This is an optimization exercise on Yosys and OpenROAD, whose aim is small area, a short achievable clock period and few clock cycles per item, not a production implementation. At most, simulation tests tie the RTL to the original design; equivalence was not proved. No activity file was given, so power comes from the tool's default toggle rates.

==> flow/design.v <==
module dmem_wait (
    input  logic        clk,
    input  logic        reset,
    input  logic        req,
    input  logic        we,
    input  logic [1:0]  size,
    input  logic        signed_ld,
    input  logic [31:0] addr,
    input  logic [31:0] wdata,
    output logic [31:0] rdata,
    output logic        ready,
    output logic        err,
    output logic [31:0] io_out
);
    logic [63:0][31:0] r_mem;
    logic [31:0]       r_io_out;
    logic [31:0]       r_io_rd_n;   
    logic [31:0]       r_cyc;
    logic [31:0]       r_rdata;
    logic              r_ready;
    logic              r_err;
    logic        w_io, w_err, w_err_m, w_byte, w_half, w_word, w_ld, w_st;
    logic [1:0]  a;
    logic [3:0]  w_lane;
    logic [31:0] w_wrep;
    logic [31:0] w_cyc_next;
    always_comb begin
        a      = addr[1:0];
        w_io   = &addr[31:16];
        w_byte = (size == 2'd0);
        w_half = (size == 2'd1);
        w_word = (size == 2'd2);
        w_err_m = (size == 2'd3) | (w_half & a[0]) | (w_word & (a != 2'd0));
        w_err  = w_err_m | (w_io & ~w_word);
        w_ld   = ~we & ~w_err_m;
        w_st   = req & we & ~w_err;
        w_lane[0] = w_word | (w_half & ~a[1]) | (w_byte & (a == 2'd0));
        w_lane[1] = w_word | (w_half & ~a[1]) | (w_byte & (a == 2'd1));
        w_lane[2] = w_word | (w_half &  a[1]) | (w_byte & (a == 2'd2));
        w_lane[3] = w_word | (w_half &  a[1]) | (w_byte & (a == 2'd3));
        w_wrep[7:0]   = wdata[7:0];
        w_wrep[15:8]  = w_byte ? wdata[7:0] : wdata[15:8];
        w_wrep[23:16] = w_word ? wdata[23:16] : wdata[7:0];
        w_wrep[31:24] = w_word ? wdata[31:24] : (w_half ? wdata[15:8] : wdata[7:0]);
        w_cyc_next = r_cyc + 32'd1;
    end
    logic [7:0][3:0]  r_st_hl_n;
    logic [7:0]       r_st_lo_n;
    logic [31:0]      r_st_data;    
    logic [3:0]       w_lane_we;
    logic [63:0][3:0] w_we;
    assign w_lane_we = {4{req & we & ~w_err_m & ~w_io}} & w_lane;
    always_ff @(posedge clk) begin
        for (int h = 0; h < 8; h++) begin
            for (int k = 0; k < 4; k++) r_st_hl_n[h][k] <= ~((addr[7:5] == 3'(h)) & w_lane_we[k]);
        end
        for (int l = 0; l < 8; l++) r_st_lo_n[l] <= ~(addr[4:2] == 3'(l));
        r_st_data <= w_wrep;
    end
    for (genvar i = 0; i < 64; i++) begin : g_we
        for (genvar k = 0; k < 4; k++) begin : g_k
            dmem_wait_nor2 u_n (.a(r_st_hl_n[i/8][k]), .b(r_st_lo_n[i%8]), .y(w_we[i][k]));
        end
    end
    always_ff @(posedge clk) begin
        for (int i = 0; i < 64; i++) begin
            for (int k = 0; k < 4; k++) begin
                if (w_we[i][k]) begin
                    r_mem[i][8*k +: 8] <= r_st_data[8*k +: 8];
                end
            end
        end
    end
    logic [7:0][7:0]  w_lo;
    logic [3:0][7:0]  w_hi;
    logic [7:0][31:0] w_grp;      
    logic [31:0]      w_rd;
    for (genvar c = 0; c < 8; c++) begin : g_pdec
        dmem_wait_pdec u_plo (.a(addr[4:2]), .y(w_lo[c]));
    end
    for (genvar c = 0; c < 4; c++) begin : g_pdec_m
        dmem_wait_pdec_m u_phi (.a(addr[7:5]), .ahi(addr[31:16]), .y(w_hi[c]));
    end
    for (genvar h = 0; h < 8; h++) begin : g_grp
        for (genvar j = 0; j < 32; j++) begin : g_b
            dmem_wait_ao8 u_g (.sel(w_lo[j/4]),
                               .d({r_mem[8*h+7][j], r_mem[8*h+6][j], r_mem[8*h+5][j], r_mem[8*h+4][j],
                                   r_mem[8*h+3][j], r_mem[8*h+2][j], r_mem[8*h+1][j], r_mem[8*h][j]}),
                               .y(w_grp[h][j]));
        end
    end
    for (genvar j = 0; j < 32; j++) begin : g_rd
        logic [3:0] t;
        for (genvar g = 0; g < 4; g++) begin : g_t
            dmem_wait_aoi22 u_t (.a0(w_hi[j/8][2*g]),   .b0(w_grp[2*g][j]),
                                 .a1(w_hi[j/8][2*g+1]), .b1(w_grp[2*g+1][j]), .y(t[g]));
        end
        dmem_wait_nand4 u_w (.a(t[0]), .b(t[1]), .c(t[2]), .d(t[3]), .y(w_rd[j]));
    end
    logic        w_mld, w_io_o, w_io_c;
    logic [3:0]  w_b;
    logic [1:0]  w_h;
    logic        w_w;
    logic [31:0] w_load;
    always_comb begin
        w_mld  = w_ld;
        w_io_o = ~we & w_word & w_io & (addr[15:0] == 16'h0000);
        w_io_c = ~we & w_word & w_io & (addr[15:0] == 16'h0004);
        w_b[0] = w_mld & (w_word | (w_half & ~a[1]) | (w_byte & (a == 2'd0)));
        w_b[1] = w_mld & w_byte & (a == 2'd1);
        w_b[2] = w_mld & ((w_half & a[1]) | (w_byte & (a == 2'd2)));
        w_b[3] = w_mld & w_byte & (a == 2'd3);
        w_h[0] = w_mld & (w_word | (w_half & ~a[1]));
        w_h[1] = w_mld & w_half & a[1];
        w_w    = w_mld & w_word;
    end
    logic [7:0] w_sbg, w_shg;
    for (genvar h = 0; h < 8; h++) begin : g_sg
        logic [3:0] w_sb;
        logic [1:0] w_sh;
        dmem_wait_sflags u_f (.we(we), .size(size), .a(a), .sext(signed_ld), .sb(w_sb), .sh(w_sh));
        dmem_wait_ao4 u_sb (.a0(w_sb[0]), .b0(w_grp[h][7]),  .a1(w_sb[1]), .b1(w_grp[h][15]),
                            .a2(w_sb[2]), .b2(w_grp[h][23]), .a3(w_sb[3]), .b3(w_grp[h][31]),
                            .y(w_sbg[h]));
        dmem_wait_ao22 u_sh (.a0(w_sh[0]), .b0(w_grp[h][15]), .a1(w_sh[1]), .b1(w_grp[h][31]),
                             .y(w_shg[h]));
    end
    logic [2:0] w_sb_n;
    logic [1:0] w_sh_n;
    for (genvar c = 0; c < 3; c++) begin : g_sbn
        dmem_wait_ao8n u_s (.sel(w_hi[c+1]), .d(w_sbg), .y_n(w_sb_n[c]));
    end
    for (genvar c = 0; c < 2; c++) begin : g_shn
        dmem_wait_ao8n u_s (.sel(w_hi[c+2]), .d(w_shg), .y_n(w_sh_n[c]));
    end
    for (genvar i = 0; i < 8; i++) begin : g_l0
        logic p0, p1, p2;
        dmem_wait_aoi22 u_p0 (.a0(w_b[0]), .b0(w_rd[i]),    .a1(w_b[1]), .b1(w_rd[8+i]),  .y(p0));
        dmem_wait_aoi22 u_p1 (.a0(w_b[2]), .b0(w_rd[16+i]), .a1(w_b[3]), .b1(w_rd[24+i]), .y(p1));
        dmem_wait_aoi22 u_p2 (.a0(w_io_o), .b0(~r_io_rd_n[i]), .a1(w_io_c), .b1(w_cyc_next[i]), .y(p2));
        dmem_wait_nand3 u_y (.a(p0), .b(p1), .c(p2), .y(w_load[i]));
    end
    for (genvar i = 8; i < 16; i++) begin : g_l1
        logic p0, p1;
        dmem_wait_aoi22 u_p0 (.a0(w_h[0]), .b0(w_rd[i]), .a1(w_h[1]), .b1(w_rd[16+i]), .y(p0));
        dmem_wait_aoi22 u_p1 (.a0(w_io_o), .b0(~r_io_rd_n[i]), .a1(w_io_c), .b1(w_cyc_next[i]), .y(p1));
        dmem_wait_nand3 u_y (.a(p0), .b(p1), .c(w_sb_n[0]), .y(w_load[i]));
    end
    for (genvar i = 16; i < 32; i++) begin : g_l2
        logic p0, p1;
        dmem_wait_aoi22 u_p0 (.a0(w_w), .b0(w_rd[i]), .a1(w_io_o), .b1(~r_io_rd_n[i]), .y(p0));
        dmem_wait_nand2 u_p1 (.a(w_io_c), .b(w_cyc_next[i]), .y(p1));
        dmem_wait_nand4 u_y (.a(p0), .b(p1), .c(w_sb_n[i/8-1]), .d(w_sh_n[i/8-2]), .y(w_load[i]));
    end
    always_ff @(posedge clk) begin
        r_rdata <= w_load;
        r_err   <= w_err;
    end
    always_ff @(posedge clk) begin
        if (reset) r_ready <= 1'b0;
        else       r_ready <= req;
    end
    always_ff @(posedge clk) begin
        if (reset) begin
            r_io_out  <= '0;
            r_io_rd_n <= '1;
        end else if (w_st & w_io & (addr[15:0] == 16'h0000)) begin
            r_io_out  <= wdata;
            r_io_rd_n <= ~wdata;
        end
    end
    always_ff @(posedge clk) begin
        if (reset) r_cyc <= '0;
        else       r_cyc <= w_cyc_next;
    end
    assign rdata  = r_rdata;
    assign ready  = r_ready;
    assign err    = r_err;
    assign io_out = r_io_out;
endmodule
module dmem_wait_pdec (
    input  logic [2:0] a,
    output logic [7:0] y
);
    always_comb begin
        for (int l = 0; l < 8; l++) y[l] = (a == 3'(l));
    end
endmodule
module dmem_wait_pdec_m (
    input  logic [2:0]  a,
    input  logic [15:0] ahi,
    output logic [7:0]  y
);
    always_comb begin
        for (int l = 0; l < 8; l++) y[l] = ~&ahi & (a == 3'(l));
    end
endmodule
module dmem_wait_sflags (
    input  logic       we,
    input  logic [1:0] size,
    input  logic [1:0] a,
    input  logic       sext,
    output logic [3:0] sb,
    output logic [1:0] sh
);
    always_comb begin
        for (int k = 0; k < 4; k++) sb[k] = ~we & sext & (size == 2'd0) & (a == 2'(k));
        sh[0] = ~we & sext & (size == 2'd1) & (a == 2'd0);
        sh[1] = ~we & sext & (size == 2'd1) & (a == 2'd2);
    end
endmodule
module dmem_wait_ao8 (
    input  logic [7:0] sel,
    input  logic [7:0] d,
    output logic       y
);
    logic [3:0] t;
    always_comb begin
        for (int g = 0; g < 4; g++) t[g] = ~((sel[2*g] & d[2*g]) | (sel[2*g+1] & d[2*g+1]));
        y = ~&t;
    end
endmodule
module dmem_wait_ao8n (
    input  logic [7:0] sel,
    input  logic [7:0] d,
    output logic       y_n
);
    logic [3:0] t;
    always_comb begin
        for (int g = 0; g < 4; g++) t[g] = ~((sel[2*g] & d[2*g]) | (sel[2*g+1] & d[2*g+1]));
        y_n = &t;
    end
endmodule
module dmem_wait_ao4 (
    input  logic a0, b0, a1, b1, a2, b2, a3, b3,
    output logic y
);
    logic t0, t1;
    always_comb begin
        t0 = ~((a0 & b0) | (a1 & b1));
        t1 = ~((a2 & b2) | (a3 & b3));
        y  = ~(t0 & t1);
    end
endmodule
module dmem_wait_ao22 (
    input  logic a0, b0, a1, b1,
    output logic y
);
    assign y = (a0 & b0) | (a1 & b1);
endmodule
module dmem_wait_nand2 (
    input  logic a, b,
    output logic y
);
    assign y = ~(a & b);
endmodule
module dmem_wait_nand4 (
    input  logic a, b, c, d,
    output logic y
);
    assign y = ~(a & b & c & d);
endmodule
module dmem_wait_nor2 (
    input  logic a, b,
    output logic y
);
    assign y = ~(a | b);
endmodule
module dmem_wait_aoi22 (
    input  logic a0, b0, a1, b1,
    output logic y
);
    assign y = ~((a0 & b0) | (a1 & b1));
endmodule
module dmem_wait_nand3 (
    input  logic a, b, c,
    output logic y
);
    assign y = ~(a & b & c);
endmodule
clock: 5.0 ns
lec_check: 0
cap_margin: 20
core_margin: 2
core_utilization: 65
cts_cluster_diameter: 100
cts_cluster_size: 22
setup_slack_margin: 2.4
slew_margin: 20
synth_hierarchical: 1
synth_minimum_keep_size: 0
tns_end_percent: 100
standard.sh (not shown) runs the stock make flow with config.mk's settings and CLKGATE_MAP_FILE= SYNTH_SCRIPT=/design/flow/synth_recipe.tcl, a recipe that flattens the netlist after the stock synthesis.
==> flow/flow/run.sh <==
#!/bin/bash
# Own flow: the standard layout (standard.sh, with the standard flow's synthesis and the
# settings of config.mk), except that the input and output ports are buffered
# with buf_4 cells instead of the cell buffer_ports picks by default.
set -euo pipefail
export BUFFER_PORTS_ARGS="-buffer_cell sky130_fd_sc_hd__buf_4"
bash standard.sh finish > make_finish.log 2>&1
==> next run, changes <==
--- a/flow/design.v
+++ b/flow/design.v
@@ -15,5 +15,4 @@
     logic [63:0][31:0] r_mem;
     logic [31:0]       r_io_out;
-    logic [31:0]       r_io_rd_n;   
     logic [31:0]       r_cyc;
     logic [31:0]       r_rdata;
@@ -72,17 +71,14 @@
         end
     end
-    logic [7:0][7:0]  w_lo;
-    logic [3:0][7:0]  w_hi;
+    logic [3:0][7:0]  w_lo, w_hi;
     logic [7:0][31:0] w_grp;      
     logic [31:0]      w_rd;
-    for (genvar c = 0; c < 8; c++) begin : g_pdec
+    for (genvar c = 0; c < 4; c++) begin : g_pdec
         dmem_wait_pdec u_plo (.a(addr[4:2]), .y(w_lo[c]));
-    end
-    for (genvar c = 0; c < 4; c++) begin : g_pdec_m
         dmem_wait_pdec_m u_phi (.a(addr[7:5]), .ahi(addr[31:16]), .y(w_hi[c]));
     end
     for (genvar h = 0; h < 8; h++) begin : g_grp
         for (genvar j = 0; j < 32; j++) begin : g_b
-            dmem_wait_ao8 u_g (.sel(w_lo[j/4]),
+            dmem_wait_ao8 u_g (.sel(w_lo[j/8]),
                                .d({r_mem[8*h+7][j], r_mem[8*h+6][j], r_mem[8*h+5][j], r_mem[8*h+4][j],
                                    r_mem[8*h+3][j], r_mem[8*h+2][j], r_mem[8*h+1][j], r_mem[8*h][j]}),
@@ -138,5 +134,5 @@
         dmem_wait_aoi22 u_p0 (.a0(w_b[0]), .b0(w_rd[i]),    .a1(w_b[1]), .b1(w_rd[8+i]),  .y(p0));
         dmem_wait_aoi22 u_p1 (.a0(w_b[2]), .b0(w_rd[16+i]), .a1(w_b[3]), .b1(w_rd[24+i]), .y(p1));
-        dmem_wait_aoi22 u_p2 (.a0(w_io_o), .b0(~r_io_rd_n[i]), .a1(w_io_c), .b1(w_cyc_next[i]), .y(p2));
+        dmem_wait_aoi22 u_p2 (.a0(w_io_o), .b0(r_io_out[i]), .a1(w_io_c), .b1(w_cyc_next[i]), .y(p2));
         dmem_wait_nand3 u_y (.a(p0), .b(p1), .c(p2), .y(w_load[i]));
     end
@@ -144,10 +140,10 @@
         logic p0, p1;
         dmem_wait_aoi22 u_p0 (.a0(w_h[0]), .b0(w_rd[i]), .a1(w_h[1]), .b1(w_rd[16+i]), .y(p0));
-        dmem_wait_aoi22 u_p1 (.a0(w_io_o), .b0(~r_io_rd_n[i]), .a1(w_io_c), .b1(w_cyc_next[i]), .y(p1));
+        dmem_wait_aoi22 u_p1 (.a0(w_io_o), .b0(r_io_out[i]), .a1(w_io_c), .b1(w_cyc_next[i]), .y(p1));
         dmem_wait_nand3 u_y (.a(p0), .b(p1), .c(w_sb_n[0]), .y(w_load[i]));
     end
     for (genvar i = 16; i < 32; i++) begin : g_l2
         logic p0, p1;
-        dmem_wait_aoi22 u_p0 (.a0(w_w), .b0(w_rd[i]), .a1(w_io_o), .b1(~r_io_rd_n[i]), .y(p0));
+        dmem_wait_aoi22 u_p0 (.a0(w_w), .b0(w_rd[i]), .a1(w_io_o), .b1(r_io_out[i]), .y(p0));
         dmem_wait_nand2 u_p1 (.a(w_io_c), .b(w_cyc_next[i]), .y(p1));
         dmem_wait_nand4 u_y (.a(p0), .b(p1), .c(w_sb_n[i/8-1]), .d(w_sh_n[i/8-2]), .y(w_load[i]));
@@ -163,9 +159,7 @@
     always_ff @(posedge clk) begin
         if (reset) begin
-            r_io_out  <= '0;
-            r_io_rd_n <= '1;
+            r_io_out <= '0;
         end else if (w_st & w_io & (addr[15:0] == 16'h0000)) begin
-            r_io_out  <= wdata;
-            r_io_rd_n <= ~wdata;
+            r_io_out <= wdata;
         end
     end
- sequential cell count came out lower by 32
- utilization is higher by 0.13 points
- synthesized area is lower by 1.7%
- total power shrinks by 1.1%
- sequential share of layout area grows by 0.34 points
- via count goes down by 4.1%
- combinational power climbs by about 3%
- first-iteration DRC count shrinks by 3.6%
- wire length fell by 5.3%
- die area goes down by 1.7%
- design area came out lower by 1.5%
- worst setup slack gets better by 0.12 ns
- count of clock-buffer cells in the layout shrinks by 5
- fmax climbs by 4.6%
Testbench counts after the change, summed over its fixed seeds: cycles 24,000, items 12,000.
The RTL of the first run of this note was laid out without a check of its function.

## re-timing with driven ports
No port has a modelled driver above. Below, the same layouts with a new extraction and two added sets of constraints. Step 1 sets driving cells, clkbuf_16 on the clock port and buf_2 on the other inputs (assumed; they add their load-dependent delay and slew). Step 2 also shifts input and output timing later by t, the mid clock arrival at the registers, as if the neighbouring blocks saw the same clock. Three values: no drivers, after step 1, after step 2; two values: the first two.
| run | t, ns | setup slack, ns | clock arrival spread, ns |
|---|---|---|---|
| the first run | 0.838 | 2.265 / 1.995 / 1.157 | 0.036 / 0.036 |
| the second run | 0.837 | 2.385 / 2.169 / 1.332 | 0.028 / 0.028 |
After both steps every run listed still meets setup and hold. The setup slack of the first run, which loses most, moves by -0.270 ns with the drivers and by -1.108 ns with both steps.
